From an optimization exercise on the open Yosys and OpenROAD flow, aimed at small area; shortcuts taken in it are not production practice.
The RTL was checked by simulation tests, not by an equivalence proof against the original design.
No activity file was given, so power comes from the tool's default toggle rates.

File: design.v
`timescale 1ns/1ps
package dac_spi_pkg;
  localparam logic [3:0] CMD_WR_IN      = 4'h0;
  localparam logic [3:0] CMD_UPD        = 4'h1;
  localparam logic [3:0] CMD_WR_UPD_ALL = 4'h2;
  localparam logic [3:0] CMD_WR_UPD     = 4'h3;
  localparam int DAC_FRAME_BITS = 24;
  localparam int COMM_MSB       = 23;
  localparam int ADDR_MSB       = 19;
  localparam int DATA_MSB       = 15;
  typedef enum logic [1:0] {
    ST_IDLE  = 2'd0,
    ST_SHIFT = 2'd1,
    ST_DONE  = 2'd2
  } rx_state_e;
endpackage
`timescale 1ns/1ps
module spi_in_sync #(
  parameter int   STAGES  = 2,
  parameter logic RST_VAL = 1'b0
) (
  input  logic clk,
  input  logic rst,
  input  logic din,
  output logic dout,
  output logic rise,
  output logic fall
);
  logic [STAGES-1:0] sync_q, sync_d;
  logic              prev_q, prev_d;
  always_comb begin
    sync_d = {sync_q[STAGES-2:0], din};
    prev_d = sync_q[STAGES-1];
  end
  always_ff @(posedge clk or negedge rst) begin
    if (!rst) begin
      sync_q <= {STAGES{RST_VAL}};
      prev_q <= RST_VAL;
    end else begin
      sync_q <= sync_d;
      prev_q <= prev_d;
    end
  end
  assign dout = sync_q[STAGES-1];
  assign rise = dout & ~prev_q;
  assign fall = ~dout & prev_q;
endmodule
`timescale 1ns/1ps
module dac_spi_rx #(
  parameter int SYNC_STAGES = 2,
  parameter int NBITS       = 24,
  parameter int NCH         = 16
) (
  input  logic        clk,
  input  logic        rst,
  input  logic        spi_sync,
  input  logic        spi_sclk,
  input  logic        spi_data,
  input  logic [3:0]  rd_addr,
  output logic [15:0] rd_data,
  output logic        rx_valid,
  output logic [3:0]  rx_comm,
  output logic [3:0]  rx_addr,
  output logic [15:0] rx_data,
  output logic        frame_err,
  output logic        busy
);
  logic sync_s, sync_rise, sync_fall;
  logic sclk_s, sclk_rise, sclk_fall;
  logic data_s, data_rise, data_fall;
  logic unused_edges;
  spi_in_sync #(.STAGES(SYNC_STAGES), .RST_VAL(1'b1)) u_sync_sync (
    .clk(clk), .rst(rst), .din(spi_sync), .dout(sync_s), .rise(sync_rise), .fall(sync_fall));
  spi_in_sync #(.STAGES(SYNC_STAGES), .RST_VAL(1'b1)) u_sclk_sync (
    .clk(clk), .rst(rst), .din(spi_sclk), .dout(sclk_s), .rise(sclk_rise), .fall(sclk_fall));
  spi_in_sync #(.STAGES(SYNC_STAGES), .RST_VAL(1'b0)) u_data_sync (
    .clk(clk), .rst(rst), .din(spi_data), .dout(data_s), .rise(data_rise), .fall(data_fall));
  assign unused_edges = ^{sync_s, sclk_s, sclk_rise, data_rise, data_fall};
  dac_spi_pkg::rx_state_e                 state_q, state_d;
  logic [dac_spi_pkg::DAC_FRAME_BITS-1:0] sr_q, sr_d;
  logic [4:0]                cnt_q, cnt_d;
  logic                      rx_valid_q, rx_valid_d;
  logic                      frame_err_q, frame_err_d;
  logic [3:0]                rx_comm_q, rx_comm_d;
  logic [3:0]                rx_addr_q, rx_addr_d;
  logic [15:0]               rx_data_q, rx_data_d;
  logic                      good;
  always_comb begin
    state_d     = state_q;
    sr_d        = sr_q;
    cnt_d       = cnt_q;
    good        = 1'b0;
    frame_err_d = 1'b0;
    case (state_q)
      dac_spi_pkg::ST_IDLE: begin
        if (sync_fall) begin
          state_d = dac_spi_pkg::ST_SHIFT;
          cnt_d   = '0;
        end
      end
      dac_spi_pkg::ST_SHIFT: begin
        if (sclk_fall) begin
          sr_d = {sr_q[dac_spi_pkg::DAC_FRAME_BITS-2:0], data_s};
          if (cnt_q != 5'd31) cnt_d = cnt_q + 5'd1;
        end
        if (sync_rise) state_d = dac_spi_pkg::ST_DONE;
      end
      dac_spi_pkg::ST_DONE: begin
        state_d = dac_spi_pkg::ST_IDLE;
        if (cnt_q == 5'(NBITS)) good = 1'b1;
        else                    frame_err_d = 1'b1;
      end
      default: state_d = dac_spi_pkg::ST_IDLE;
    endcase
    rx_valid_d = good;
    rx_comm_d  = good ? sr_q[dac_spi_pkg::COMM_MSB -: 4]  : rx_comm_q;
    rx_addr_d  = good ? sr_q[dac_spi_pkg::ADDR_MSB -: 4]  : rx_addr_q;
    rx_data_d  = good ? sr_q[dac_spi_pkg::DATA_MSB -: 16] : rx_data_q;
  end
  always_ff @(posedge clk or negedge rst) begin
    if (!rst) begin
      state_q     <= dac_spi_pkg::ST_IDLE;
      cnt_q       <= '0;
      rx_valid_q  <= 1'b0;
      frame_err_q <= 1'b0;
      rx_comm_q   <= '0;
      rx_addr_q   <= '0;
      rx_data_q   <= '0;
    end else begin
      state_q     <= state_d;
      cnt_q       <= cnt_d;
      rx_valid_q  <= rx_valid_d;
      frame_err_q <= frame_err_d;
      rx_comm_q   <= rx_comm_d;
      rx_addr_q   <= rx_addr_d;
      rx_data_q   <= rx_data_d;
    end
  end
  always_ff @(posedge clk) sr_q <= sr_d;
  logic [NCH-1:0][15:0] in_r, out_r;      
  logic [3:0]           ptr_q;            
  logic                 ready_q;          
  logic                 pend_q;           
  logic                 run_q;            
  logic                 act;              
  logic                 c_wr;             
  logic                 p_hit, p_upd;
  logic [15:0]          in_new, out_new;
  assign c_wr  = (rx_comm_q[1:0] != 2'd1);
  assign act   = pend_q & (run_q | (ptr_q == 4'd0));
  assign p_hit = (ptr_q == rx_addr_q);
  assign p_upd = (rx_comm_q[1:0] == 2'd2) | (rx_comm_q[0] & p_hit);
  assign in_new  = (~ready_q | (act & c_wr & p_hit)) ? rx_data_q : in_r[0];
  assign out_new = (~ready_q | (act & p_upd)) ? in_new : out_r[0];
  always_ff @(posedge clk) begin
    in_r  <= {in_new,  in_r[NCH-1:1]};
    out_r <= {out_new, out_r[NCH-1:1]};
  end
  always_ff @(posedge clk or negedge rst) begin
    if (!rst) begin
      ptr_q   <= '0;
      ready_q <= 1'b0;
      pend_q  <= 1'b0;
      run_q   <= 1'b0;
    end else begin
      ptr_q <= ptr_q + 4'd1;
      if (ptr_q == 4'd15) ready_q <= 1'b1;
      if (good) begin
        pend_q <= (sr_q[dac_spi_pkg::COMM_MSB -: 2] == 2'd0);
      end else if (act) begin
        if (ptr_q == 4'd15) begin
          pend_q <= 1'b0;
          run_q  <= 1'b0;
        end else begin
          run_q  <= 1'b1;
        end
      end
    end
  end
  logic [3:0]  nq;       
  logic [1:0]  r_lo, r_hi;
  logic        r_c2, r_done;
  logic        r_hit, r_upd, r_new, use_rx, use_in;
  logic [3:0][15:0] r_out4, r_in4;
  logic [15:0] r_out, r_in;
  logic [3:0]  h0, h1;   
  assign nq = 4'd0 - ptr_q;
  assign r_lo[0] = rd_addr[0] ? ~nq[0] : nq[0];
  assign r_lo[1] = rd_addr[1] ? ~(rd_addr[0] ? (nq[1] ^ nq[0]) : nq[1])
                              :  (rd_addr[0] ? (nq[1] ^ nq[0]) : nq[1]);
  assign r_c2 = rd_addr[1] ? (nq[1] | (rd_addr[0] & nq[0])) : (nq[1] & rd_addr[0] & nq[0]);
  assign h0 = {2'b00, nq[3:2]};
  assign h1 = {2'b00, nq[3:2] + 2'd1};
  always_comb begin
    logic [1:0] e;
    e = r_c2 ? h1[1:0] : h0[1:0];
    r_hi[0] = rd_addr[2] ? ~e[0] : e[0];
    r_hi[1] = rd_addr[3] ? ~(rd_addr[2] ? (e[1] ^ e[0]) : e[1])
                         :  (rd_addr[2] ? (e[1] ^ e[0]) : e[1]);
  end
  always_comb begin
    logic lt1, lt2;
    lt1    = rd_addr[1] ? (ptr_q[1] & ~rd_addr[0] & ptr_q[0]) : (ptr_q[1] | (~rd_addr[0] & ptr_q[0]));
    lt2    = rd_addr[2] ? (ptr_q[2] & lt1) : (ptr_q[2] | lt1);
    r_done = rd_addr[3] ? (ptr_q[3] & lt2) : (ptr_q[3] | lt2);
  end
  always_comb begin
    for (int g = 0; g < 4; g++) begin
      r_out4[g] = out_r[4*g + r_lo];
      r_in4[g]  = in_r[4*g + r_lo];
    end
  end
  assign r_out = r_out4[r_hi];
  assign r_in  = r_in4[r_hi];
  assign r_hit = (rd_addr == rx_addr_q);
  assign r_upd = (rx_comm_q[1:0] == 2'd2) | (rx_comm_q[0] & r_hit);
  assign r_new = pend_q & ~(run_q & r_done) & r_upd;
  assign use_rx = ~ready_q | (r_new & c_wr & r_hit);
  assign use_in = r_new;
  always_comb begin
    if (use_rx)      rd_data = rx_data_q;
    else if (use_in) rd_data = r_in;
    else             rd_data = r_out;
  end
  assign rx_valid  = rx_valid_q;
  assign frame_err = frame_err_q;
  assign rx_comm   = rx_comm_q;
  assign rx_addr   = rx_addr_q;
  assign rx_data   = rx_data_q;
  assign busy      = (state_q == dac_spi_pkg::ST_SHIFT);
endmodule
File: flow/run.sh
#!/bin/bash
# Own layout flow: the standard synthesis, then the standard ORFS steps with:
#  - port buffers of a plain buffer cell (sky130_fd_sc_hd__buf_2) that the resizer may resize
#    freely (MATCH_CELL_FOOTPRINT=0), instead of a delay-buffer footprint,
#  - clock tree synthesis with small clock buffers and small sink clusters, and no dummy
#    balancing loads.
# Each tool's output goes to synth.log / layout.log in the work folder.
set -euo pipefail
cd "$(dirname "$0")/.."
bash standard.sh synth > synth.log 2>&1
bash standard.sh \
  "BUFFER_PORTS_ARGS=-buffer_cell sky130_fd_sc_hd__buf_2" \
  "CTS_ARGS=-sink_clustering_enable -repair_clock_nets -sink_clustering_size 10 -sink_clustering_max_diameter 30 -buf_list {sky130_fd_sc_hd__clkbuf_4} -dont_use_dummy_load" \
  "MATCH_CELL_FOOTPRINT=0" \
  finish > layout.log 2>&1
File: standard.sh
#!/bin/bash
# synth_recipe.tcl (not shown) runs the flow's synth.tcl, then flattens the netlist and writes it again
# the make line also repeats each setting of config.mk as NAME=value (left out here)
make -C /OpenROAD-flow-scripts/flow DESIGN_CONFIG=/design/flow/config.mk WORK_HOME=/design/flow/orfs CLKGATE_MAP_FILE= SYNTH_SCRIPT=/design/flow/synth_recipe.tcl "${@:-finish}"
File: config.mk
export PLATFORM = sky130hd
export DESIGN_NAME = dac_spi_rx
export DESIGN_NICKNAME = dac_spi_rx
export VERILOG_FILES = /design/flow/design.v
export SDC_FILE = /design/flow/constraint.sdc
export NUM_CORES = 4
export LEC_CHECK = 0
export CAP_MARGIN = 20
export CORE_MARGIN = 2
export CORE_UTILIZATION = 60
export GPL_TIMING_DRIVEN = 0
export SLEW_MARGIN = 20
File: constraint.sdc
create_clock -name core_clock -period 5.0 [get_ports {clk}]
set_input_delay 1.0000 -clock core_clock [delete_from_list [all_inputs] [get_ports {clk}]]
set_output_delay 1.0000 -clock core_clock [all_outputs]
set_load 0.01 [all_outputs]
==> flow_summary.toml, run 1 <==
[timing]
max_freq_mhz = 206
max_slew_margin_pct = 26.6
period_minus_slack_ns = 4.86
finalSetupTns_ns = 0
finalHoldViolCount = 0
drv_slew = 0
fin_ws_ns = 0.140
worst_slew_pin_slew_ns = 1.09
grt_setup_unrepaired = "yes"
fin_crit_sh_pct = 97.2
setup_viol = 0
skew_ns = 0.0948

[critical_path]
cp_common_cell = "buf_2"
cp.required_ns = 4.00
path_buf_inv = 4
max_stage_delay_ns = 0.39
endpoint_kind = "output pin"
crit_chain = "buf_2 > inv_1 > ha_1 > nor3b_1 > a2111oi_2 > or2_2 > a21o_1 > nand2b_2 > clkbuf_4 > a21oi_1 > a211oi_1 > buf_2"
path_class = "in -> out"
path_delay_family = "compound AO/OA/AOI/OAI gates"
start_kind = "primary input"
path_max_fanout = 10
cp_slowest_cell = "a2111oi_2"
cp.arrival_ns = 3.86

[synthesis]
synth_seq_area_share_pct = 68.1
yosys-top-cells-count = "dfxtp_1, mux4_2, mux2i_1"
yosysMostFrequentCell = "dfxtp_1"
netlist_instances = 1131
synth_edf_count = 24
yosysTopAreaCell = "dfxtp_1"
synth_area_leaders = "dfxtp_1, mux4_2, dfrtp_1"
synth_adder_area_share_pct = 0.545
synth.area.mux_share_pct = 19.1
yosys_warnings = 3
synth_compound_area_share_pct = 6.29
ys.flop_type = "dfxtp_1"
synthXorXnorAreaFrac_pct = 1.08
ys_seq_elements = 584
synth_top_area_share_pct = 57.3
synth_cell_types = 64
synth_top_family_by_area = "multiplexers"
syn-cell-area_um2 = 17900
synth-simple-area-share_pct = 2.50
post_synth.cell_area_avg_um2 = 15.8
async_reset_ff_share_pct = 8.22

[cts]
cts-buffers-inserted = 98
clockBufferDepth = 3
clk_pin_slew_ns = 0.09
clkSinkCount = 584
hold_buffers = 0
cts_root_buf = "clkbuf_4"
cts_tree = "done"
cts_max_level = 3
clk-insertion-delay-late_ns = 0.78

[grt]
grt_usage_pct = 26.5
antenna_found_initial = 1
first_global_vias = 10100
grt_overflow = 0
grt_pass1_wl_um = 59800
grt_max_degree = 49

[power]
max-vdd-ir-drop_mv = 0.237
power.total_mw = 7.38
leakage_nw = 8.25
pwr_density_cell_nw_per_um2 = 375

[routing]
wl_per_cell_um = 23.8
via_count = 9659
ant_nets = 0
dr.first_iter.drc_count = 589
drc = 0
routed_wl_um = 40000
first_pass_iters = 4
vias_per_cell = 5.75

[floorplanning]
dieArea_um2 = 31200
row_count = 63
initial_core_util_pct = 60.7
ios = 52
dieWidth_um = 177
die_h_um = 177
core_area_um2 = 29500

[place]
placed_area_um2 = 18700
pre_cts_ws_ns = -0.673
hpwl_um = 25800
place_congestion = 0.815
io_buffers = 51

[cells_and_area]
nets = 1307
utilization_pct = 66.8
drive_above_1_share_pct = 29.7
syn2layout_area_growth_pct = 10.1
final_area_um2 = 19700

[worst_hold_path]
holdCritPathClass = "in -> async"

[run]
maxCapViolCount = 0

[status]
status = "timing/DRC/antenna clean"
sequential cells by signal, indices dropped and copies added, names as in the netlist, 2 cells and up:
| signal | count |
|---|---|
| rx_comm_q | 4 |
| state_q | 2 |
| cnt_q | 5 |
| sr_q | 24 |
| rx_addr_q | 4 |
| u_sync_sync.sync_q | 2 |
| u_sclk_sync.sync_q | 2 |
| u_data_sync.sync_q | 2 |
| rx_data_q | 16 |
| ptr_q | 4 |
| in_r | 256 |
| out_r | 256 |
cell usage in the layout, fill, tap and decap left out, types with 9 or more instances in the layout:
master,synthesis,final
a211oi_1,29,15
a211oi_2,1,15
a21oi_1,31,31
a22o_1,30,30
buf_2,10,60
buf_4,6,17
clkbuf_1,22,9
clkbuf_4,1,106
dfrtp_1,42,41
dfxtp_1,512,512
edfxtp_1,24,24
inv_1,12,12
mux2_2,55,55
mux2i_1,64,64
mux4_1,18,18
mux4_2,75,75
nand2_1,15,12
nor2_1,15,11
nor2b_1,13,13
o21ai_0,10,9
o221ai_1,15,15
o22ai_1,14,14
cell families (layout without fill, tap and decap cells):
family | after synthesis | in the layout
flip-flops | 584 | 584
adder cells (fa/ha/maj) | 8 | 8
multiplexers | 212 | 212
AO/OA/AOI/OAI | 155 | 155
other | 0 | 1
buffers and inverters | 69 | 227
XOR/XNOR | 22 | 22
AND/OR/NAND/NOR | 81 | 81
per-stage QoR:
stage | instances | hold WS (ns)
floorplan | 1131 | 0.323
global placement | 1572 | 0.325
detailed placement | 1573 | 0.328
CTS | 1674 | 0.282
global route | 1680 | 0.262
finish | 1680 | 0.254
what timing repair did:
| action | in CTS | in global routing |
|---|---|---|
| pin swaps | 3 | 4 |
| endpoints found under the setup margin | 16 | 16 |
| gates resized for setup | 60 | 40 |
| hold endpoints to repair | 0 | 0 |
| buffers inserted | 4 | 6 |
| gates cloned | 0 | 0 |
cell type report:
class | instances | area (um2)
Sequential cell | 584 | 12200
Buffer | 55 | 428
Clock buffer | 98 | 736
Fill cell | 2212 | 9790
Multi-Input combinational cell | 478 | 5480
Antenna cell | 1 | 2.50
Tap cell | 390 | 488
Timing Repair Buffer | 62 | 340
Inverter | 12 | 45.0
power by group:
group / internal [mW] / leakage [nW] / switching (mW)
Sequential: 4.71 / 4.97 / 0.0186
Clock: 0.895 / 0.451 / 1.45
Combinational: 0.0979 / 2.82 / 0.208
worst paths after layout:
| path | slack [ns] | start | endpoint | depth (start not counted) |
|---|---|---|---|---|
| setup / recovery | 0.14 | rd_addr[0] | rd_data[5] | 12 |
| hold / removal | 0.25 | rst | rx_data_q[7] | 1 |
| setup reg to reg | 1.22 | ptr_q[0] | out_r[250] | 8 |
| hold reg to reg | 0.28 | out_r[116] | out_r[100] | 0 |
| max in group asynchronous | 4.22 | rst | ptr_q[0] | 1 |
| min in group core_clock | 0.28 | out_r[116] | out_r[100] | 0 |
routing by layer:
layer  track usage, %  share of wire [%]
met1             37.3                 47
met2             41.2                 46
met3             5.61                4.7
met4             8.95                2.4
met5                0                  0
==> inputs of run 2 (changes only) <==
--- a/flow/run.sh
+++ b/flow/run.sh
@@ -11,5 +11,5 @@
 bash standard.sh \
   "BUFFER_PORTS_ARGS=-buffer_cell sky130_fd_sc_hd__buf_2" \
   "CTS_ARGS=-sink_clustering_enable -repair_clock_nets -sink_clustering_size 10 -sink_clustering_max_diameter 30 -buf_list {sky130_fd_sc_hd__clkbuf_4} -dont_use_dummy_load" \
-  "MATCH_CELL_FOOTPRINT=0" \
+  "MATCH_CELL_FOOTPRINT=0" "REMOVE_ABC_BUFFERS=1" \
   finish > layout.log 2>&1
--- a/config.mk
+++ b/config.mk
@@ -7,6 +7,6 @@
 export LEC_CHECK = 0
 export CAP_MARGIN = 20
 export CORE_MARGIN = 2
-export CORE_UTILIZATION = 60
+export CORE_UTILIZATION = 40
 export GPL_TIMING_DRIVEN = 0
 export SLEW_MARGIN = 20
==> run 2 against run 1 <==
  * Still clean
  * Sequential share of layout area decreased by 2.2 points
  * Sequential cell count unchanged
  * Via count decreased by 1.9%
  * Combinational power increased by 15%
  * Global-route usage decreased by 10 points
  * Clock skew increased by 0.0081 ns
  * Utilization decreased by 21 points
  * Worst setup slack improved by 0.0053 ns
  * Power increased by 1.3%
  * Clock-buffer cell count increased by 5
  * Synthesized cell count unchanged
  * Largest power group unchanged
  * Highest routed layer unchanged
==> flow_summary.toml, run 2 <==
[cts]
hold_buffers = 0
cts_max_level = 3
cts_root_buf = "clkbuf_4"
clockBufferDepth = 3
clk_pin_slew_ns = 0.10
cts_tree = "done"
cts-buffers-inserted = 103
clkSinkCount = 584
clk-insertion-delay-late_ns = 0.78

[synthesis]
ys_seq_elements = 584
async_reset_ff_share_pct = 8.22
yosys-top-cells-count = "dfxtp_1, mux4_2, mux2i_1"
yosysTopAreaCell = "dfxtp_1"
yosysMostFrequentCell = "dfxtp_1"
syn-cell-area_um2 = 17900
synth_area_leaders = "dfxtp_1, mux4_2, dfrtp_1"
ys.flop_type = "dfxtp_1"
yosys_warnings = 3
post_synth.cell_area_avg_um2 = 15.8
synth_top_area_share_pct = 57.3
synth_cell_types = 64
synth_edf_count = 24
synth_seq_area_share_pct = 68.1
netlist_instances = 1131

[place]
place_congestion = 0.695
pre_cts_ws_ns = -0.853
io_buffers = 51
hpwl_um = 22700
placed_area_um2 = 19100

[cells_and_area]
final_area_um2 = 20400
nFillCells = 3843
final_cell_mix = "dfxtp_1, clkbuf_4, mux4_2, mux2i_1, mux2_2"
reg.largest.list = "in_r (256), out_r (256), sr_q (24)"
nets = 1309
drive_above_1_share_pct = 31.4
syn2layout_area_growth_pct = 14.1
mostFrequentLayoutCell = "dfxtp_1"

[power]
power.share.clock_pct = 32.0
combPwrFrac_pct = 4.7
power.total_mw = 7.47
max-vdd-ir-drop_mv = 0.120
p_seq_share_pct = 63.3
switchingPower_mw = 1.69
pwr_density_cell_nw_per_um2 = 366
swShare_pct = 22.6
leakage_nw = 8.40
p_int_mw = 5.78

[critical_path]
path_buf_inv = 5
cp_slowest_cell = "mux4_2"
max_stage_delay_ns = 0.51
path_max_fanout = 16
path_delay_family = "compound AO/OA/AOI/OAI gates"
start_kind = "primary input"
path_class = "in -> out"
cp.required_ns = 4.00
reg2reg_slack_ns = 2.11
cp.arrival_ns = 3.86
endpoint_kind = "output pin"
crit_chain = "buf_2 > inv_1 > ha_4 > nor3b_2 > a2111oi_4 > o211a_4 > buf_4 > buf_16 > mux4_2 > a22o_1 > a211oi_1 > a211oi_1 > buf_2"

[timing]
setup_viol = 0
finalHoldViolCount = 0
drv_slew = 0
worst_slew_pin_slew_ns = 0.852
fin_crit_sh_pct = 97.1
fin_ws_ns = 0.145
period_minus_slack_ns = 4.86
max_slew_margin_pct = 42.8
max_freq_mhz = 206
skew_ns = 0.103

[grt]
grt_usage_pct = 16.3
grt_pass1_wl_um = 58000
antenna_found_initial = 1
grt_overflow = 0
grt_max_degree = 49
first_global_vias = 10300

[routing]
drc = 0
via_count = 9473
ant_nets = 0
vias_per_cell = 5.03
dr.first_iter.drc_count = 388
routed_wl_um = 37500
wl_per_cell_um = 19.9
first_pass_iters = 5

[floorplanning]
ios = 52
dieArea_um2 = 46400
core_area_um2 = 44200
initial_core_util_pct = 40.5
row_count = 77
die_h_um = 215
dieWidth_um = 215

[worst_hold_path]
holdCritPathClass = "in -> async"

[status]
status = "timing/DRC/antenna clean"

[run]
maxCapViolCount = 0
-- run 2: what timing repair did --
item                       in CTS  in global routing
resized for setup              26                 16
buffers inserted               18                 12
setup endpoints to repair      16                 16
cloned                          0                  2
pin swaps                       6                 13
-- run 2: final cells by class --
type / count / area [um2] / area share, %
diodes: 1 / 2.50 / 0.0123
clock buffers: 103 / 773 / 3.79
inverters: 12 / 45.0 / 0.221
multi-input cells: 478 / 5590 / 27.4
flip-flops and latches: 584 / 12200 / 59.7
well taps: 592 / 741 / 3.63
repair buffers: 114 / 1080 / 5.29
-- run 2: logic make-up (layout without fill, tap and decap cells) --
kind of cell / after synthesis / count (layout) / share of synthesized area, %
compound gates: 155 / 155 / 6.29
xor+xnor: 22 / 22 / 1.08
fa+ha+maj: 8 / 8 / 0.545
buf+inv: 69 / 229 / 2.39
flops: 584 / 584 / 68.1
mux: 212 / 212 / 19.1
other cells: 0 / 1 / 0
simple gates: 81 / 81 / 2.50
-- run 2: layer usage --
layer	wire length [um]	track usage, %	up-vias
met5	0	0	-
met4	894	6.44	0
met3	1750	3.75	66
met2	18500	27.5	205
met1	16400	20.2	4716
li1	-	-	4486
-- run 2: stage by stage --
step | TNS [ns] | hold WS, ns | utilization (%) | std cells
2_1_floorplan | -51.12 | 0.323 | - | 1074
3_3_place_gp | -102.14 | 0.325 | 41.8 | 1717
3_5_place_dp | -9.72 | 0.329 | 43.3 | 1750
4_1_cts | 0 | 0.198 | 45.7 | 1871
5_1_grt | -0.0736 | 0.227 | 46.2 | 1884
6_report | 0 | 0.262 | 46.2 | 1884
-- run 2: final timing paths --
path,from,endpoint,cells after the start
setup / recovery,rd_addr[0],rd_data[11],13
hold / removal,rst,rx_data_q[11],1
setup reg to reg,ptr_q[0],out_r[249],8
hold reg to reg,out_r[84],out_r[68],0
max in group asynchronous,rst,ptr_q[2],1
min in group core_clock,out_r[84],out_r[68],0
-- run 2: power by group through the flow --
stage	combinational, mW	clock [mW]	sequential [mW]
finish	0.352	2.39	4.73
global route	0.378	2.69	4.73
CTS	0.346	2.50	4.73
detailed placement	0.315	0	4.84
global placement	0.272	0	4.84
floorplan	0.142	0	4.83
==> inputs of run 3 (changes only) <==
--- a/flow/run.sh
+++ b/flow/run.sh
@@ -11,5 +11,5 @@
 bash standard.sh \
   "BUFFER_PORTS_ARGS=-buffer_cell sky130_fd_sc_hd__buf_2" \
   "CTS_ARGS=-sink_clustering_enable -repair_clock_nets -sink_clustering_size 10 -sink_clustering_max_diameter 30 -buf_list {sky130_fd_sc_hd__clkbuf_4} -dont_use_dummy_load" \
-  "MATCH_CELL_FOOTPRINT=0" "REMOVE_ABC_BUFFERS=1" \
+  "MATCH_CELL_FOOTPRINT=0" \
   finish > layout.log 2>&1
--- a/config.mk
+++ b/config.mk
@@ -7,6 +7,6 @@
 export LEC_CHECK = 0
 export CAP_MARGIN = 20
 export CORE_MARGIN = 2
-export CORE_UTILIZATION = 40
+export CORE_UTILIZATION = 50
 export GPL_TIMING_DRIVEN = 0
 export SLEW_MARGIN = 20
==> run 3 against run 2 <==
  * Power fell by 0.53%
  * Clock-buffer cell count fell by 2
  * Highest routed layer unchanged
  * Sequential power barely moved
  * Still clean on timing, DRC and antenna
  * First-iteration DRC count rose by 17%
  * Via count rose by 1.5%
  * Fmax rose by 1.0%
  * Clock power barely moved
==> flow_summary.toml, run 3 <==
[timing]
finalSetupTns_ns = 0
skew_ns = 0.0857
max_slew_margin_pct = 20.4
setup_viol = 0
finalHoldViolCount = 0
worst_slew_pin_slew_ns = 1.19
fin_crit_sh_pct = 96.1
whs_ns = 0.223
period_minus_slack_ns = 4.81
max_freq_mhz = 208
fin_ws_ns = 0.194
drv_slew = 0

[synthesis]
synth_seq_area_share_pct = 68.1
post_synth.cell_area_avg_um2 = 15.8
netlist_instances = 1131
ys.flop_type = "dfxtp_1"
async_reset_ff_share_pct = 8.22
synth_edf_count = 24
synth_cell_types = 64
yosys-top-cells-count = "dfxtp_1, mux4_2, mux2i_1"
ys_seq_elements = 584
synth_top_area_share_pct = 57.3
syn-cell-area_um2 = 17900
yosysMostFrequentCell = "dfxtp_1"
yosysTopAreaCell = "dfxtp_1"
synth_area_leaders = "dfxtp_1, mux4_2, dfrtp_1"
yosys_warnings = 3

[critical_path]
path_buf_inv = 4
cp.required_ns = 4.00
r2r_cells = 8
path_max_fanout = 10
reg2reg_from = "ptr_q[0]"
reg2reg_slack_ns = 1.34
crit_chain = "inv_1 > ha_1 > xnor2_2 > xor2_4 > xor2_4 > buf_4 > nor2_4 > buf_4 > a22o_1 > a211oi_2 > a211oi_1 > buf_2"
max_stage_delay_ns = 0.42
path_class = "reg -> out"
path_delay_family = "XOR/XNOR gates"
r2r-end = "out_r[254]"
crit_start = "ptr_q[1]"
cp_slowest_cell = "dfrtp_2"
cp.arrival_ns = 3.81
endpoint_kind = "output pin"
start_kind = "flip-flop"

[floorplanning]
dieArea_um2 = 37300
die_h_um = 193
initial_core_util_pct = 50.5
dieWidth_um = 193
core_area_um2 = 35400
row_count = 69
ios = 52

[routing]
first_pass_iters = 5
ant_nets = 0
routed_wl_um = 41000
via_count = 9617
vias_per_cell = 5.49
wl_per_cell_um = 23.4
drc = 0
dr.first_iter.drc_count = 455

[place]
post-place-cells = 1644
pre_cts_ws_ns = -0.695
io_buffers = 51
hpwl_um = 26400
place_congestion = 0.780

[cells_and_area]
syn2layout_area_growth_pct = 10.7
final_cells = 1751
final_cell_mix = "dfxtp_1, clkbuf_4, mux4_2, mux2i_1, buf_2"
drive_above_1_share_pct = 29.8
mostFrequentLayoutCell = "dfxtp_1"
reg.largest.list = "in_r (256), out_r (256), sr_q (24)"
nets = 1307

[grt]
grtUsageMet2_pct = 35.8
grt_use_met1_pct = 32.6
antenna_found_initial = 1
grt_usage_pct = 22.9
grt_overflow = 0
first_global_vias = 10200
grt.met3_usage_pct = 5.03
grt_pass1_wl_um = 61500
grt_max_degree = 49
grt_busiest_layer = "met2"

[cts]
cts_tree = "done"
cts_max_level = 3
clk-insertion-delay-late_ns = 0.80
cts_root_buf = "clkbuf_4"
clk_pin_slew_ns = 0.08
clkSinkCount = 584
cts-buffers-inserted = 101
clockBufferDepth = 3
hold_buffers = 0

[run]
maxCapViolCount = 0

[worst_hold_path]
holdCritPathClass = "in -> async"

[power]
leakage_nw = 8.24
max-vdd-ir-drop_mv = 0.206
pwr_density_cell_nw_per_um2 = 375

[status]
status = "timing/DRC/antenna clean"
-- run 3: how the worst max path moves through the flow --
stage,end,slack (ns),cells past startpoint
floorplan,rd_data[10],0.72,8
global placement,rd_data[13],-0.91,12
detailed placement,rd_data[6],-0.70,10
CTS,rd_data[4],0.0004,9
global route,rd_data[13],-0.03,13
finish,rd_data[12],0.19,12
-- run 3: report_power, final --
part | internal, mW | switching (mW) | total [mW]
clock network | 0.920 | 1.48 | 2.40
registers | 4.71 | 0.0197 | 4.73
logic | 0.0967 | 0.212 | 0.308
-- run 3: worst register-to-register path, delay by kind of cell (launching register included) --
| family | cells | cell delay (ns) |
|---|---|---|
| AOI/OAI and AO/OA | 2 | 1.08 |
| xor gates and xnor gates | 1 | 0.13 |
| buffers and inverters | 2 | 0.88 |
| DFF | 1 | 0.45 |
| muxes | 2 | 0.69 |
| and+or+nand+nor | 1 | 0.32 |
-- run 3: per-stage QoR --
step	area, um2	util, %	total power, mW
finish	19800	56.0	7.44
detailed placement	18700	53.0	5.12
CTS	19700	55.6	7.51
global route	19800	56.0	7.76
global placement	18700	52.9	5.12
floorplan	17900	-	4.98
-- run 3: cell families (layout without fill, tap and decap cells) --
group / after synthesis / count (layout) / share of synthesized area [%]
compound gates: 155 / 155 / 6.29
xor+xnor: 22 / 22 / 1.08
fa+ha+maj: 8 / 8 / 0.545
buf+inv: 69 / 227 / 2.39
flops: 584 / 584 / 68.1
mux: 212 / 212 / 19.1
other cells: 0 / 1 / 0
simple gates: 81 / 81 / 2.50
-- run 3: timing repair --
action	4_1_cts	5_1_grt
gates resized for setup	81	22
setup buffers	5	2
hold endpoints to repair	0	0
pin swaps	4	3
endpoints found under the setup margin	16	16
-- run 3: per-layer routing --
layer,part of all wire [%],vias to the layer above
met5,0,-
met4,1.2,0
met3,5.4,40
met2,46,226
met1,47,4852
li1,-,4499
-- run 3: layout make-up --
cell class | instances | area, um2
diodes | 1 | 2.50
plain buffers | 55 | 420
clock buffers | 101 | 758
fillers | 2938 | 15600
inverters | 12 | 45.0
multi-input cells | 478 | 5510
flip-flops and latches | 584 | 12200
well taps | 461 | 577
repair buffers | 59 | 318
==> inputs of run 4 (changes only) <==
--- a/config.mk
+++ b/config.mk
@@ -7,6 +7,6 @@
 export LEC_CHECK = 0
 export CAP_MARGIN = 20
 export CORE_MARGIN = 2
-export CORE_UTILIZATION = 50
+export CORE_UTILIZATION = 40
 export GPL_TIMING_DRIVEN = 0
 export SLEW_MARGIN = 20
==> run 4 against run 3 <==
  * Still clean
  * Utilization decreased by 11 points
  * Register-to-register slack got worse by 0.09 ns
  * Worst hold slack improved by 0.033 ns
  * Sequential share of layout area decreased by 0.60 points
  * Power decreased by 1.3%
  * Final area increased by 0.99%
  * Sequential power about the same
  * Final cell count increased by 7.4%
  * Wire length increased by 4.3%
  * Via count increased by 0.61%
==> flow_summary.toml, run 4 <==
[cells_and_area]
final_cell_mix = "dfxtp_1, clkbuf_4, mux4_2, mux2i_1, buf_2"
utilization_pct = 45.2
reg.largest.list = "in_r (256), out_r (256), sr_q (24)"
nFillCells = 3952
final_cells = 1880
regArea_um2 = 12200
multi_input_area_um2 = 5510
final_area_um2 = 20000
drive_above_1_share_pct = 29.9
nets = 1303
mostFrequentLayoutCell = "dfxtp_1"
syn2layout_area_growth_pct = 11.8

[grt]
antenna_found_initial = 2
first_global_vias = 10300
grt_pass1_wl_um = 64400
grt_max_degree = 49
grt_usage_pct = 18.8
grt_overflow = 0

[routing]
first_pass_iters = 4
ant_nets = 0
via_count = 9676
routed_wl_um = 42700
drc = 0
dr.first_iter.drc_count = 533
wl_per_cell_um = 22.7
vias_per_cell = 5.15

[place]
hpwl_um = 28000
io_buffers = 51
post-place-cells = 1775
placed_area_um2 = 18900
place_congestion = 0.781
pre_cts_ws_ns = -0.988

[synthesis]
syn-cell-area_um2 = 17900
async_reset_ff_share_pct = 8.22
post_synth.cell_area_avg_um2 = 15.8
yosys_warnings = 3
yosys-top-cells-count = "dfxtp_1, mux4_2, mux2i_1"
yosysMostFrequentCell = "dfxtp_1"
synth_area_leaders = "dfxtp_1, mux4_2, dfrtp_1"
synth_top_area_share_pct = 57.3
synth_cell_types = 64
synth_edf_count = 24
synth_seq_area_share_pct = 68.1
yosysTopAreaCell = "dfxtp_1"
ys.flop_type = "dfxtp_1"
netlist_instances = 1131
ys_seq_elements = 584

[cts]
clkSinkCount = 584
cts_tree = "done"
clk_pin_slew_ns = 0.09
hold_buffers = 0
clk-insertion-delay-late_ns = 0.81
cts_root_buf = "clkbuf_4"
cts_max_level = 3
cts-buffers-inserted = 91
clockBufferDepth = 3

[floorplanning]
initial_core_util_pct = 40.5
ios = 52
dieArea_um2 = 46400
die_h_um = 215
row_count = 77
dieWidth_um = 215
core_area_um2 = 44200

[critical_path]
path_max_fanout = 10
start_kind = "primary input"
reg2reg_from = "ptr_q[0]"
crit_start = "rd_addr[0]"
reg2reg_slack_ns = 1.25
cp.required_ns = 4.00
endpoint_kind = "output pin"
cp.arrival_ns = 3.86
r2r-end = "out_r[248]"
path_class = "in -> out"
r2r_cells = 8

[timing]
finalHoldViolCount = 0
fin_ws_ns = 0.145
skew_ns = 0.0786
drv_slew = 0
finalSetupTns_ns = 0
max_slew_margin_pct = 25.7
worst_slew_pin_slew_ns = 1.11
period_minus_slack_ns = 4.86
setup_viol = 0
fin_crit_sh_pct = 97.1
max_freq_mhz = 206
whs_ns = 0.256

[power]
max-vdd-ir-drop_mv = 0.161
pwr_density_cell_nw_per_um2 = 367
leakage_nw = 8.25
power.total_mw = 7.34

[run]
maxCapViolCount = 0

[status]
status = "timing/DRC/antenna clean"

[worst_hold_path]
holdCritPathClass = "in -> async"
## run 4: kinds of logic after synthesis
| kind of cell | count (synthesis) | share of synthesized area [%] |
|---|---|---|
| AO/OA/AOI/OAI | 155 | 6.29 |
| XOR/XNOR | 22 | 1.08 |
| adder cells (fa/ha/maj) | 8 | 0.545 |
| buffers and inverters | 69 | 2.39 |
| flip-flops | 584 | 68.1 |
| multiplexers | 212 | 19.1 |
| AND/OR/NAND/NOR | 81 | 2.50 |
## run 4: per-layer routing
layer | share of wire (%) | vias to the layer above | track usage (%)
met5 | 0 | - | 0
met4 | 2.0 | 0 | 6.64
met3 | 5.2 | 54 | 4.57
met2 | 47 | 236 | 30.3
met1 | 45 | 4891 | 24.7
li1 | - | 4495 | -
## run 4: where the power goes
group	switching [mW]	total (mW)	internal [mW]
Clock	1.45	2.28	0.833
Sequential	0.0189	4.73	4.71
Combinational	0.222	0.329	0.107
Total	1.69	7.34	5.65
## run 4: worst max-delay path by stage
stage,to,depth (start not counted),slack (ns)
after global placement,rd_data[12],10,-0.94
after CTS,rd_data[13],12,0.01
after floorplan,rd_data[10],8,0.72
after global routing,rd_data[9],12,-0.03
after detailed placement,rd_data[12],10,-0.99
final,rd_data[12],15,0.14
## run 4: cell type report
| type | instances | area share (%) |
|---|---|---|
| flip-flops and latches | 584 | 60.9 |
| multi-input cells | 478 | 27.5 |
| well taps | 592 | 3.70 |
| clock buffers | 91 | 3.41 |
| plain buffers | 55 | 2.22 |
| repair buffers | 65 | 1.98 |
| inverters | 12 | 0.225 |
| diodes | 3 | 0.0375 |
## run 4: repair_timing
action                                 4_1_cts  5_1_grt
resized for setup                           82       37
setup buffers                                8        5
endpoints found under the hold margin        0        0
pin swaps                                    6        6
setup endpoints to repair                   16       16
## run 4: critical path, cell delays in order
cell and delay, ns:
buf_2 0.16, inv_1 0.06, ha_1 0.19, nor3b_1 0.14, a2111oi_2 0.34, buf_4 0.18, o211ai_1 0.10, buf_2 0.20
buf_4 0.23, buf_6 0.20, mux2i_1 0.13, o22ai_1 0.20, a21oi_1 0.13, a211oi_2 0.35, buf_2 0.22
==> inputs of run 5 (changes only) <==
--- a/flow/run.sh
+++ b/flow/run.sh
@@ -9,7 +9,7 @@
 cd "$(dirname "$0")/.."
 bash standard.sh synth > synth.log 2>&1
 bash standard.sh \
-  "BUFFER_PORTS_ARGS=-buffer_cell sky130_fd_sc_hd__buf_2" \
+  "BUFFER_PORTS_ARGS=-buffer_cell sky130_fd_sc_hd__buf_1" \
   "CTS_ARGS=-sink_clustering_enable -repair_clock_nets -sink_clustering_size 10 -sink_clustering_max_diameter 30 -buf_list {sky130_fd_sc_hd__clkbuf_4} -dont_use_dummy_load" \
   "MATCH_CELL_FOOTPRINT=0" \
   finish > layout.log 2>&1
--- a/config.mk
+++ b/config.mk
@@ -7,6 +7,6 @@
 export LEC_CHECK = 0
 export CAP_MARGIN = 20
 export CORE_MARGIN = 2
-export CORE_UTILIZATION = 40
+export CORE_UTILIZATION = 60
 export GPL_TIMING_DRIVEN = 0
 export SLEW_MARGIN = 20
==> run 5 against run 4 <==
  * Sequential cell count unchanged
  * Critical path type unchanged
  * Largest cell class unchanged
  * Synthesized cell count unchanged
  * Largest power group unchanged
  * Still clean
  * Clock power increased by 3%
  * Sequential power is essentially flat
  * Critical endpoint is now rd_data[13]
  * Utilization rose by 21 points
  * Highest routed layer unchanged
  * Die area shrank 33%
  * Final area shrank 1.8%
  * Clock skew up 0.0071 ns
==> flow_summary.toml, run 5 <==
[status]
status = "timing/DRC/antenna clean"

[timing]
skew_ns = 0.0857
max_freq_mhz = 208
worst_slew_pin_slew_ns = 1.00
drv_slew = 0
fin_crit_sh_pct = 96.1
grt_setup_unrepaired = "yes"
period_minus_slack_ns = 4.81
finalHoldViolCount = 0
whs_ns = 0.0938
fin_ws_ns = 0.193
max_slew_margin_pct = 32.6
finalSetupTns_ns = 0
setup_viol = 0

[cts]
cts_root_buf = "clkbuf_4"
clk-insertion-delay-late_ns = 0.76
cts-buffers-inserted = 99
clkSinkCount = 584
cts_tree = "done"
clockBufferDepth = 3
clk_pin_slew_ns = 0.07
hold_buffers = 0
cts_max_level = 3

[place]
place_congestion = 0.818
post-place-cells = 1575
io_buffers = 51
placed_area_um2 = 18600
pre_cts_ws_ns = -0.805
hpwl_um = 25900

[grt]
grt_overflow = 0
grt_pass1_wl_um = 60400
antenna_found_initial = 1
grt_max_degree = 30
first_global_vias = 10100
grt_usage_pct = 26.7

[critical_path]
path_max_fanout = 10
cp.required_ns = 4.00
endpoint_kind = "output pin"
r2r_cells = 8
r2r-end = "out_r[250]"
reg2reg_from = "ptr_q[0]"
cp.arrival_ns = 3.81
reg2reg_slack_ns = 1.63
start_kind = "primary input"
path_class = "in -> out"
crit_start = "rd_addr[2]"

[power]
power.total_mw = 7.39
leakage_nw = 8.07
max-vdd-ir-drop_mv = 0.200
pwr_density_cell_nw_per_um2 = 376

[synthesis]
syn-cell-area_um2 = 17900
yosysTopAreaCell = "dfxtp_1"
yosys_warnings = 3
synth_seq_area_share_pct = 68.1
yosysMostFrequentCell = "dfxtp_1"
synth_cell_types = 64
netlist_instances = 1131
post_synth.cell_area_avg_um2 = 15.8
async_reset_ff_share_pct = 8.22
yosys-top-cells-count = "dfxtp_1, mux4_2, mux2i_1"
synth_area_leaders = "dfxtp_1, mux4_2, dfrtp_1"
synth_edf_count = 24
ys.flop_type = "dfxtp_1"
ys_seq_elements = 584
synth_top_area_share_pct = 57.3

[floorplanning]
ios = 52
dieArea_um2 = 31200
core_area_um2 = 29500
initial_core_util_pct = 60.7
row_count = 63
dieWidth_um = 177
die_h_um = 177

[cells_and_area]
reg.largest.list = "in_r (256), out_r (256), sr_q (24)"
syn2layout_area_growth_pct = 9.83
final_area_um2 = 19700
mostFrequentLayoutCell = "dfxtp_1"
drive_above_1_share_pct = 25.9
nFillCells = 2198
final_cell_mix = "dfxtp_1, clkbuf_4, mux4_2, mux2i_1, mux2_2"
utilization_pct = 66.7
nets = 1308
final_cells = 1682

[routing]
vias_per_cell = 5.72
routed_wl_um = 40500
wl_per_cell_um = 24.1
dr.first_iter.drc_count = 529
first_pass_iters = 5
drc = 0
via_count = 9618
ant_nets = 0

[run]
maxCapViolCount = 0

[worst_hold_path]
holdCritPathClass = "in -> async"
## run 5: cell count changes in the layout (fill, tap and decap cells not counted), moves of 5 or more
cell,change
clkbuf_4,+10
buf_2,-45
buf_6,-5
a211oi_2,-5
buf_1,+47
a211oi_1,+6
## run 5: repair_timing
| item | 4_1_cts | 5_1_grt |
|---|---|---|
| gates resized for setup | 61 | 34 |
| pin swaps | 2 | 2 |
| gates cloned | 0 | 0 |
| hold endpoints to repair | 0 | 0 |
| buffers inserted | 6 | 2 |
| setup endpoints to repair | 16 | 16 |
## run 5: worst max-delay path by stage
| stage | end | slack, ns | depth (start not counted) |
|---|---|---|---|
| 2_1_floorplan | rd_data[10] | 0.72 | 8 |
| 3_3_place_gp | rd_data[7] | -1.13 | 12 |
| 3_5_place_dp | rd_data[13] | -0.81 | 10 |
| 4_1_cts | rd_data[7] | 0.007 | 12 |
| 5_1_grt | rd_data[6] | -0.03 | 12 |
| 6_report | rd_data[13] | 0.19 | 12 |
## run 5: power by group
part           switching, mW  internal [mW]  total (mW)
registers             0.0188           4.71        4.73
clock network           1.45          0.903        2.35
logic                  0.211         0.0985       0.309
## run 5: layer usage
metal / global-route usage, % / up-vias / part of all wire (%)
li1: - / 4494 / -
met1: 37.0 / 4797 / 46
met2: 42.6 / 264 / 47
met3: 5.67 / 63 / 5.4
met4: 8.44 / 0 / 2.2
met5: 0 / - / 0
## run 5: area by class of cell
class	count	area, um2	share of cell area, %
multi-input cells	478	5480	27.9
diodes	2	5.00	0.0255
clock buffers	99	743	3.78
inverters	12	45.0	0.229
well taps	390	488	2.48
repair buffers	62	312	1.59
plain buffers	55	402	2.04
flip-flops and latches	584	12200	62.0
## run 5: kinds of logic (layout without fill, tap and decap cells)
logic type                 count (synthesis)  in the layout  share of synthesized area [%]
and+or+nand+nor                           81             81                           2.50
muxes                                    212            212                           19.1
buffers and inverters                     69            228                           2.39
adders and majority gates                  8              8                          0.545
DFF                                      584            584                           68.1
other                                      0              2                              0
xor gates and xnor gates                  22             22                           1.08
AOI/OAI and AO/OA                        155            155                           6.29
## run 5: critical path, cell delays in order
cell	delay, ns
clkbuf_2	0.18
nor2b_4	0.19
a211oi_2	0.07
a2111oi_4	0.37
o211a_1	0.23
buf_6	0.15
buf_6	0.26
buf_8	0.23
mux4_2	0.54
a211oi_2	0.33
a211oi_2	0.10
buf_1	0.14
==> inputs of run 6 (changes only) <==
--- a/config.mk
+++ b/config.mk
@@ -9,4 +9,5 @@
 export CORE_MARGIN = 2
 export CORE_UTILIZATION = 60
 export GPL_TIMING_DRIVEN = 0
+export SETUP_SLACK_MARGIN = -0.1
 export SLEW_MARGIN = 20
==> run 6 against run 5 <==
  * Via count is 0.15% higher
  * Register-to-register slack got worse by 0.04 ns
  * Combinational power shrank 3%
  * Sequential cell count is the same
  * Still clean
  * Clock-buffer cell count unchanged
  * Largest cell class unchanged
  * Non-clock buffer count fell by 3
  * Sequential power hardly changed
  * Power fell by 0.16%
  * Wire length shrank 0.30%
  * Synthesized area unchanged
  * Synthesized cell count did not move
  * Largest power group unchanged
==> flow_summary.toml, run 6 <==
[status]
status = "timing/DRC/antenna clean"

[routing]
dr.first_iter.drc_count = 481
vias_per_cell = 5.73
first_pass_iters = 7
ant_nets = 0
drc = 0
routed_wl_um = 40400
wl_per_cell_um = 24.0
via_count = 9632

[synthesis]
synth_area_leaders = "dfxtp_1, mux4_2, dfrtp_1"
synth_cell_types = 64
synth_edf_count = 24
synth_seq_area_share_pct = 68.1
yosys-top-cells-count = "dfxtp_1, mux4_2, mux2i_1"
async_reset_ff_share_pct = 8.22
ys.flop_type = "dfxtp_1"
ys_seq_elements = 584
syn-cell-area_um2 = 17900
netlist_instances = 1131
yosys_warnings = 3
yosysTopAreaCell = "dfxtp_1"
post_synth.cell_area_avg_um2 = 15.8
synth_top_area_share_pct = 57.3
yosysMostFrequentCell = "dfxtp_1"

[timing]
setup_viol = 0
worst_slew_pin_slew_ns = 0.990
finalHoldViolCount = 0
max_slew_margin_pct = 33.5
whs_ns = 0.0998
drv_slew = 0
max_freq_mhz = 204
period_minus_slack_ns = 4.91
fin_crit_sh_pct = 98.1
skew_ns = 0.0779

[place]
io_buffers = 51
place_congestion = 0.818
hpwl_um = 25900

[cells_and_area]
utilization_pct = 66.4
mostFrequentLayoutCell = "dfxtp_1"
drive_above_1_share_pct = 24.7
syn2layout_area_growth_pct = 9.41
nFillCells = 2214
nets = 1305
reg.largest.list = "in_r (256), out_r (256), sr_q (24)"
final_cell_mix = "dfxtp_1, clkbuf_4, mux4_2, mux2i_1, mux2_2"

[cts]
cts-buffers-inserted = 99
clk_pin_slew_ns = 0.07
cts_root_buf = "clkbuf_4"
clkSinkCount = 584
clockBufferDepth = 3
cts_max_level = 3
cts_tree = "done"
clk-insertion-delay-late_ns = 0.75

[critical_path]
path_class = "in -> out"
cp.required_ns = 4.00
path_max_fanout = 10
start_kind = "primary input"
endpoint_kind = "output pin"
cp.arrival_ns = 3.91

[power]
pwr_density_cell_nw_per_um2 = 377
leakage_nw = 8.05
combPwrFrac_pct = 4.1
p_int_mw = 5.71
swShare_pct = 22.6
power.total_mw = 7.38
max-vdd-ir-drop_mv = 0.199
switchingPower_mw = 1.67
p_seq_share_pct = 64.1
power.share.clock_pct = 31.8

[floorplanning]
ios = 52
row_count = 63
core_area_um2 = 29500
die_h_um = 177
initial_core_util_pct = 60.7
dieWidth_um = 177
dieArea_um2 = 31200

[grt]
grt_usage_pct = 26.7
grt_overflow = 0
grt_pass1_wl_um = 60400
first_global_vias = 10100
antenna_found_initial = 1
grt_max_degree = 30

[worst_hold_path]
holdCritPathClass = "in -> async"

[run]
maxCapViolCount = 0
[run 6: cell counts after synthesis]
Identical to the previous run, type by type.
[run 6: layer usage]
layer  track usage (%)  part of all wire [%]  up-vias
li1                  -                     -     4485
met1              37.0                    46     4808
met2              42.5                    47      277
met3              5.67                   5.6       62
met4              8.44                   2.0        0
met5                 0                     0        -
[run 6: path summary, 6_finish.rpt]
path | startpoint | end | slack, ns | cells after the start
worst max-delay path | rd_addr[0] | rd_data[7] | 0.09 | 11
worst min-delay path | rst | rx_data_q[8] | 0.1 | 1
worst max register to register | ptr_q[0] | out_r[250] | 1.59 | 8
worst min register to register | out_r[246] | out_r[230] | 0.29 | 0
max in group asynchronous | rst | u_sclk_sync.prev_q | 4.30 | 3
min in group core_clock | out_r[246] | out_r[230] | 0.29 | 0
[run 6: what timing repair did]
item	CTS	global route
pin swaps	2	3
setup buffers	5	0
hold buffers	0	0
resized for setup	47	24
setup endpoints to repair	16	16
[run 6: cell type report]
cell class	count	area, um2	share of cell area, %
flip-flops and latches	584	12200	62.2
multi-input cells	478	5430	27.8
clock buffers	99	743	3.80
well taps	390	488	2.49
plain buffers	55	390	1.99
repair buffers	59	289	1.48
inverters	12	45.0	0.230
diodes	3	7.51	0.0383
[run 6: power by group through the flow]
stage               logic [mW]  registers [mW]  clock network (mW)
global placement         0.274            4.84                   0
finish                   0.301            4.73                2.35
CTS                      0.296            4.73                2.42
global route             0.324            4.73                2.63
floorplan                0.152            4.83                   0
detailed placement       0.283            4.83                   0
[run 6: worst max-delay path: stages]
cell      delay (ns)
clkbuf_2        0.16
inv_1           0.06
ha_1            0.28
clkbuf_1        0.31
clkbuf_2        0.42
nand2_1         0.41
clkbuf_2        0.38
o22ai_1         0.24
a21oi_1         0.09
a211oi_1        0.34
buf_1           0.19
[run 6: cell families after synthesis]
group           after synthesis  synth area share, %
compound gates              155                 6.29
xor+xnor                     22                 1.08
fa+ha+maj                     8                0.545
buf+inv                      69                 2.39
flops                       584                 68.1
mux                         212                 19.1
simple gates                 81                 2.50
[run 6: through the flow]
stage | TNS, ns | cells | cell area [um2] | worst slack, ns
2_1_floorplan | 0 | 1131 | 17900 | 0.717
3_3_place_gp | -13.56 | 1572 | 18600 | -1.13
3_5_place_dp | -9.54 | 1575 | 18600 | -0.805
4_1_cts | -0.297 | 1677 | 19500 | -0.0603
5_1_grt | -0.706 | 1678 | 19600 | -0.103
6_report | 0 | 1680 | 19600 | 0.0946
==> inputs of run 7 (changes only) <==
--- a/flow/run.sh
+++ b/flow/run.sh
@@ -1,6 +1,6 @@
 #!/bin/bash
 # Own layout flow: the standard synthesis, then the standard ORFS steps with:
-#  - port buffers of a plain buffer cell (sky130_fd_sc_hd__buf_2) that the resizer may resize
+#  - port buffers of a plain buffer cell (sky130_fd_sc_hd__buf_1) that the resizer may resize
 #    freely (MATCH_CELL_FOOTPRINT=0), instead of a delay-buffer footprint,
 #  - clock tree synthesis with small clock buffers and small sink clusters, and no dummy
 #    balancing loads.
--- a/config.mk
+++ b/config.mk
@@ -9,5 +9,4 @@
 export CORE_MARGIN = 2
 export CORE_UTILIZATION = 60
 export GPL_TIMING_DRIVEN = 0
-export SETUP_SLACK_MARGIN = -0.1
 export SLEW_MARGIN = 20
==> run 7 against run 6 <==
  * Still clean
  * Critical path depth grew 1
  * Wire length grew 0.30%
  * Fmax is 2.0% higher
  * Register-to-register slack better by 0.04 ns
  * Final area grew 0.38%
  * Utilization up 0.25 points
  * Global-route usage about the same
  * Power is 0.16% higher
  * Sequential power barely moved
  * Worst hold slack got worse by 0.0060 ns
  * Largest cell class unchanged
==> flow_summary.toml, run 7 <==
[grt]
grt_usage_pct = 26.7
grt_overflow = 0
grt_max_degree = 30
grt_pass1_wl_um = 60400
first_global_vias = 10100
antenna_found_initial = 1

[timing]
fin_crit_sh_pct = 96.1
period_minus_slack_ns = 4.81
max_freq_mhz = 208
drv_slew = 0
finalHoldViolCount = 0
worst_slew_pin_slew_ns = 1.00
whs_ns = 0.0938
grt_setup_unrepaired = "yes"
skew_ns = 0.0857
max_slew_margin_pct = 32.6
setup_viol = 0
fin_ws_ns = 0.193

[power]
power.share.clock_pct = 31.8
switchingPower_mw = 1.68
pwr_density_cell_nw_per_um2 = 376
p_int_mw = 5.71
leakage_nw = 8.07
max-vdd-ir-drop_mv = 0.200
combPwrFrac_pct = 4.2
p_seq_share_pct = 64.0
swShare_pct = 22.7

[synthesis]
post_synth.cell_area_avg_um2 = 15.8
ys_seq_elements = 584
synth_seq_area_share_pct = 68.1
synth_edf_count = 24
yosys-top-cells-count = "dfxtp_1, mux4_2, mux2i_1"
yosysMostFrequentCell = "dfxtp_1"
netlist_instances = 1131
synth_top_area_share_pct = 57.3
syn-cell-area_um2 = 17900
ys.flop_type = "dfxtp_1"
yosysTopAreaCell = "dfxtp_1"
synth_cell_types = 64
synth_area_leaders = "dfxtp_1, mux4_2, dfrtp_1"
yosys_warnings = 3
async_reset_ff_share_pct = 8.22

[cells_and_area]
nets = 1308
regArea_um2 = 12200
multi_input_area_um2 = 5480
drive_above_1_share_pct = 25.9
mostFrequentLayoutCell = "dfxtp_1"
final_area_um2 = 19700
utilization_pct = 66.7
final_cells = 1682
reg.largest.list = "in_r (256), out_r (256), sr_q (24)"
final_cell_mix = "dfxtp_1, clkbuf_4, mux4_2, mux2i_1, mux2_2"
syn2layout_area_growth_pct = 9.83
nFillCells = 2198

[routing]
vias_per_cell = 5.72
via_count = 9618
wl_per_cell_um = 24.1
first_pass_iters = 5
routed_wl_um = 40500
ant_nets = 0
dr.first_iter.drc_count = 529
drc = 0

[critical_path]
max_stage_delay_ns = 0.54
cp.required_ns = 4.00
reg2reg_from = "ptr_q[0]"
start_kind = "primary input"
cp_slowest_cell = "mux4_2"
path_max_fanout = 10
path_class = "in -> out"
cp.arrival_ns = 3.81
cp_common_cell = "a211oi_2"
crit_chain = "clkbuf_2 > nor2b_4 > a211oi_2 > a2111oi_4 > o211a_1 > buf_6 > buf_6 > buf_8 > mux4_2 > a211oi_2 > a211oi_2 > buf_1"
path_buf_inv = 5
path_delay_family = "compound AO/OA/AOI/OAI gates"
crit_start = "rd_addr[2]"
endpoint_kind = "output pin"

[floorplanning]
die_h_um = 177
initial_core_util_pct = 60.7
dieArea_um2 = 31200
ios = 52
dieWidth_um = 177
core_area_um2 = 29500
row_count = 63

[place]
place_congestion = 0.818
pre_cts_ws_ns = -0.805
placed_area_um2 = 18600
post-place-cells = 1575
hpwl_um = 25900
io_buffers = 51

[cts]
clkSinkCount = 584
clockBufferDepth = 3
cts_tree = "done"
clk-insertion-delay-late_ns = 0.76
cts-buffers-inserted = 99
hold_buffers = 0
cts_root_buf = "clkbuf_4"
cts_max_level = 3
clk_pin_slew_ns = 0.07

[run]
maxCapViolCount = 0

[status]
status = "timing/DRC/antenna clean"

[worst_hold_path]
holdCritPathClass = "in -> async"
==> run 7: cell counts after synthesis <==
No cell type changed its count.
==> run 7: cells by family (layout without fill, tap and decap cells) <==
kind of cell | Yosys count | in the layout | synth area share, %
xor gates and xnor gates | 22 | 22 | 1.08
other | 0 | 2 | 0
and+or+nand+nor | 81 | 81 | 2.50
AOI/OAI and AO/OA | 155 | 155 | 6.29
DFF | 584 | 584 | 68.1
buffers and inverters | 69 | 228 | 2.39
muxes | 212 | 212 | 19.1
adders and majority gates | 8 | 8 | 0.545
==> run 7: final cells by class <==
class	instances	share of cell area, %
Antenna cell	2	0.0255
Buffer	55	2.04
Clock buffer	99	3.78
Inverter	12	0.229
Multi-Input combinational cell	478	27.9
Sequential cell	584	62.0
Tap cell	390	2.48
Timing Repair Buffer	62	1.59
==> run 7: final timing paths <==
kind                       slack (ns)  depth (start not counted)                 end
hold reg to reg                  0.29                          0          out_r[230]
min in group core_clock          0.29                          0          out_r[230]
max in group asynchronous        4.30                          3  u_sclk_sync.prev_q
hold / removal                   0.09                          1        rx_data_q[8]
setup / recovery                 0.19                         12         rd_data[13]
setup reg to reg                 1.63                          8          out_r[250]
==> run 7: worst register-to-register path, cell delays in order, from the launching register on <==
cell      delay, ns
dfrtp_2        0.48
inv_1          0.10
ha_1           0.20
nor3b_1        0.20
o21ai_0        0.19
o21ai_2        0.61
clkbuf_1       0.74
mux2_2         0.45
mux2_2         0.29
==> run 7: per-layer routing <==
metal  GRT usage [%]  up-vias  wire [um]
met3            5.67       63       2170
li1                -     4494          -
met5               0        -          0
met2            42.6      264      18800
met4            8.44        0        897
met1            37.0     4797      18600
==> run 7: stage by stage <==
step	power, mW	setup TNS (ns)
2_1_floorplan	4.98	0
3_3_place_gp	5.11	-13.56
3_5_place_dp	5.12	-9.54
4_1_cts	7.44	0
5_1_grt	7.70	-0.0812
6_report	7.39	0
==> run 7: power groups by stage <==
stage	Sequential (mW)	Combinational, mW	Clock [mW]
after floorplan	4.83	0.152	0
after global placement	4.84	0.274	0
after detailed placement	4.83	0.283	0
after CTS	4.73	0.298	2.42
after global routing	4.73	0.332	2.63
final	4.73	0.309	2.35
==> run 7: repair_timing <==
action                                  in CTS  in global routing
endpoints found under the setup margin      16                 16
resized for setup                           61                 34
buffers inserted                             6                  2
gates cloned                                 0                  0
pin swaps                                    2                  2
==> inputs of run 8 (changes only) <==
==> flow/run.sh (replaced) <==
#!/bin/bash
# Own layout flow: the standard synthesis, then the standard ORFS steps with:
#  - port buffers of a plain buffer cell (sky130_fd_sc_hd__buf_2) that the resizer may resize
#    freely (MATCH_CELL_FOOTPRINT=0), instead of a delay-buffer footprint,
#  - clock tree synthesis with small clock buffers and small sink clusters, and no dummy
#    balancing loads.
# Each tool's output goes to synth.log / layout.log in the work folder.
set -euo pipefail
cd "$(dirname "$0")/.."
bash standard.sh synth > synth.log 2>&1
bash standard.sh \
  "BUFFER_PORTS_ARGS=-buffer_cell sky130_fd_sc_hd__buf_2" \
  "CTS_ARGS=-sink_clustering_enable -repair_clock_nets -sink_clustering_size 8 -sink_clustering_max_diameter 25 -buf_list {sky130_fd_sc_hd__clkbuf_2 sky130_fd_sc_hd__clkbuf_4 sky130_fd_sc_hd__clkbuf_8} -dont_use_dummy_load" \
  "MATCH_CELL_FOOTPRINT=0" \
  finish > layout.log 2>&1
--- a/config.mk
+++ b/config.mk
@@ -7,6 +7,6 @@
 export LEC_CHECK = 0
 export CAP_MARGIN = 20
 export CORE_MARGIN = 2
-export CORE_UTILIZATION = 60
+export CORE_UTILIZATION = 40
 export GPL_TIMING_DRIVEN = 0
 export SLEW_MARGIN = 20
==> run 8 against run 7 <==
  * First-iteration DRC count rose by 7.4%
  * Register-to-register slack got worse by 0.38 ns
  * Final area up 6.4%
  * Sequential share of layout area is 3.7 points lower
  * Clock power rose by 54%
  * Synthesized area is the same
  * Sequential power about the same
  * Critical path type unchanged
==> flow_summary.toml, run 8 <==
[synthesis]
yosys_warnings = 3
ys.flop_type = "dfxtp_1"
synth_top_area_share_pct = 57.3
synth_cell_types = 64
synth_area_leaders = "dfxtp_1, mux4_2, dfrtp_1"
yosysTopAreaCell = "dfxtp_1"
yosysMostFrequentCell = "dfxtp_1"
netlist_instances = 1131
async_reset_ff_share_pct = 8.22
post_synth.cell_area_avg_um2 = 15.8
syn-cell-area_um2 = 17900
synth_edf_count = 24
ys_seq_elements = 584
yosys-top-cells-count = "dfxtp_1, mux4_2, mux2i_1"
synth_seq_area_share_pct = 68.1

[cells_and_area]
syn2layout_area_growth_pct = 16.8
utilization_pct = 47.3
nets = 1320
multi_input_area_um2 = 5530
final_cells = 1895
reg.largest.list = "in_r (256), out_r (256), sr_q (24)"
regArea_um2 = 12200
drive_above_1_share_pct = 31.1
nFillCells = 3845
mostFrequentLayoutCell = "dfxtp_1"
final_area_um2 = 20900
final_cell_mix = "dfxtp_1, clkbuf_8, mux4_2, mux2i_1, buf_2"

[critical_path]
endpoint_kind = "output pin"
max_stage_delay_ns = 0.39
crit_start = "rd_addr[0]"
cp_slowest_cell = "a2111oi_2"
reg2reg_from = "rx_addr_q[0]"
start_kind = "primary input"
cp.arrival_ns = 3.86
path_max_fanout = 10
cp.required_ns = 4.00
path_class = "in -> out"
cp_common_cell = "buf_2"
crit_chain = "buf_2 > inv_1 > ha_1 > nor3b_1 > a2111oi_2 > o211ai_1 > buf_2 > clkbuf_4 > buf_4 > mux2i_1 > o22ai_1 > a21oi_1 > a211oi_2 > buf_2"

[timing]
setup_viol = 0
fin_ws_ns = 0.137
whs_ns = 0.278
max_freq_mhz = 206
finalSetupTns_ns = 0
max_slew_margin_pct = 24.8
period_minus_slack_ns = 4.86
finalHoldViolCount = 0
drv_slew = 0
worst_slew_pin_slew_ns = 1.12
skew_ns = 0.0825
fin_crit_sh_pct = 97.3

[cts]
cts_max_level = 3
clockBufferDepth = 3
clk-insertion-delay-late_ns = 0.67
cts_root_buf = "clkbuf_8"
clk_pin_slew_ns = 0.05
clkSinkCount = 584
cts_tree = "done"
cts-buffers-inserted = 114

[routing]
dr.first_iter.drc_count = 568
top_layer = "met5"
via_count = 9840
wl_met2_um = 20400
ant_nets = 0
drc = 0
vias_per_cell = 5.19
route.met3.wl_um = 2410
first_pass_iters = 5
routed_wl_um = 43300
wl_per_cell_um = 22.9
drt-met1-wl_um = 19200

[power]
pwr_density_cell_nw_per_um2 = 416
max-vdd-ir-drop_mv = 0.182
leakage_nw = 8.63
power.total_mw = 8.70

[worst_hold_path]
hold_start = "out_r[90]"
holdCritPathClass = "reg -> reg"

[floorplanning]
core_area_um2 = 44200
dieWidth_um = 215
dieArea_um2 = 46400
row_count = 77
die_h_um = 215
initial_core_util_pct = 40.5
ios = 52

[place]
pre_cts_ws_ns = -0.988
post-place-cells = 1775
place_congestion = 0.781
placed_area_um2 = 18900
hpwl_um = 28000
io_buffers = 51

[grt]
first_global_vias = 10500
grt_pass1_wl_um = 64700
antenna_found_initial = 1
grt_usage_pct = 18.8
grt_max_degree = 49
grt_overflow = 0

[status]
status = "timing/DRC/antenna clean"

[run]
maxCapViolCount = 0
-- run 8: cells by family after synthesis --
logic type / count (synthesis) / synth area share (%)
multiplexers: 212 / 19.1
adder cells (fa/ha/maj): 8 / 0.545
buffers and inverters: 69 / 2.39
AO/OA/AOI/OAI: 155 / 6.29
AND/OR/NAND/NOR: 81 / 2.50
XOR/XNOR: 22 / 1.08
flip-flops: 584 / 68.1
-- run 8: cell type report --
class | count | share of cell area, %
inverters | 12 | 0.216
clock buffers | 114 | 7.51
repair buffers | 59 | 1.78
well taps | 592 | 3.54
diodes | 1 | 0.0120
plain buffers | 55 | 2.22
flip-flops and latches | 584 | 58.3
multi-input cells | 478 | 26.4
-- run 8: worst paths after layout --
path / end / depth (start not counted) / slack, ns
min reg2reg: out_r[74] / 0 / 0.28
max reg2reg: out_r[246] / 7 / 1.25
min in group asynchronous: cnt_q[0] / 1 / 0.42
max: rd_data[2] / 14 / 0.14
max in group asynchronous: ptr_q[0] / 1 / 4.03
min: out_r[74] / 0 / 0.28
-- run 8: worst max-delay path: cells and delay by family --
family	cells	cell delay (ns)
muxes	1	0.15
AOI/OAI and AO/OA	5	1.22
adders and majority gates	1	0.19
and+or+nand+nor	1	0.14
buffers and inverters	6	1.15
-- run 8: per-layer routing --
| layer | vias up | global-route usage (%) |
|---|---|---|
| li1 | 4485 | - |
| met1 | 4987 | 24.4 |
| met2 | 274 | 30.1 |
| met3 | 91 | 4.83 |
| met4 | 3 | 7.93 |
| met5 | - | 0 |
-- run 8: what timing repair did --
item / in CTS / in global routing
hold buffers: 0 / 0
setup endpoints to repair: 16 / 16
gates cloned: 0 / 2
endpoints found under the hold margin: 0 / 0
resized for setup: 65 / 53
buffers inserted: 4 / 1
pin swaps: 3 / 7
-- run 8: where the power goes --
part | leakage, nW | internal [mW] | switching (mW)
clock | 0.820 | 1.97 | 1.66
combinational | 2.84 | 0.0995 | 0.222
sequential | 4.97 | 4.73 | 0.0190
total | 8.63 | 6.80 | 1.90

separate check: timing with driven ports:
The flow's constraints put no driver on any port. The routed layouts listed below were extracted and timed again, unchanged, in two steps.
Step 1 sets driving cells, clkbuf_16 on the clock port and buf_2 on the other inputs (assumed; they add their load-dependent delay and slew).
Step 2 also shifts input and output timing later by t, the mid clock arrival at the registers, as if the neighbouring blocks saw the same clock.
Slacks: no drivers / after step 1 / after step 2; pairs: no drivers / after step 1.
run | t, ns | slack for setup (ns) | hold WS [ns] | worst setup path at the end | pins driven straight from the clock port
run 1 | 0.761 | 0.140 / 0.103 / 0.103 | 0.254 / 0.234 / 0.277 | input to output | 1
run 2 | 0.780 | 0.145 / 0.123 / 0.125 | 0.262 / 0.237 / 0.293 | input to output | 1
run 3 | 0.802 | 0.194 / 0.144 / 0.160 | 0.223 / 0.196 / 0.313 | input to output | 1
run 4 | 0.821 | 0.145 / 0.123 / 0.123 | 0.256 / 0.231 / 0.305 | input to output | 1
run 5 | 0.765 | 0.193 / 0.148 / 0.150 | 0.094 / 0.066 / 0.286 | input to output | 1
run 6 | 0.754 | 0.095 / 0.050 / 0.050 | 0.100 / 0.072 / 0.292 | input to output | 1
run 7 | 0.765 | 0.193 / 0.148 / 0.150 | 0.094 / 0.066 / 0.286 | input to output | 1
run 8 | 0.684 | 0.137 / 0.113 / 0.115 | 0.278 / 0.278 / 0.278 | input to output | 1
After both steps every run listed still meets setup and hold. The setup slack of run 6, which loses most, moves by -0.045 ns with the drivers and by -0.045 ns with both steps.
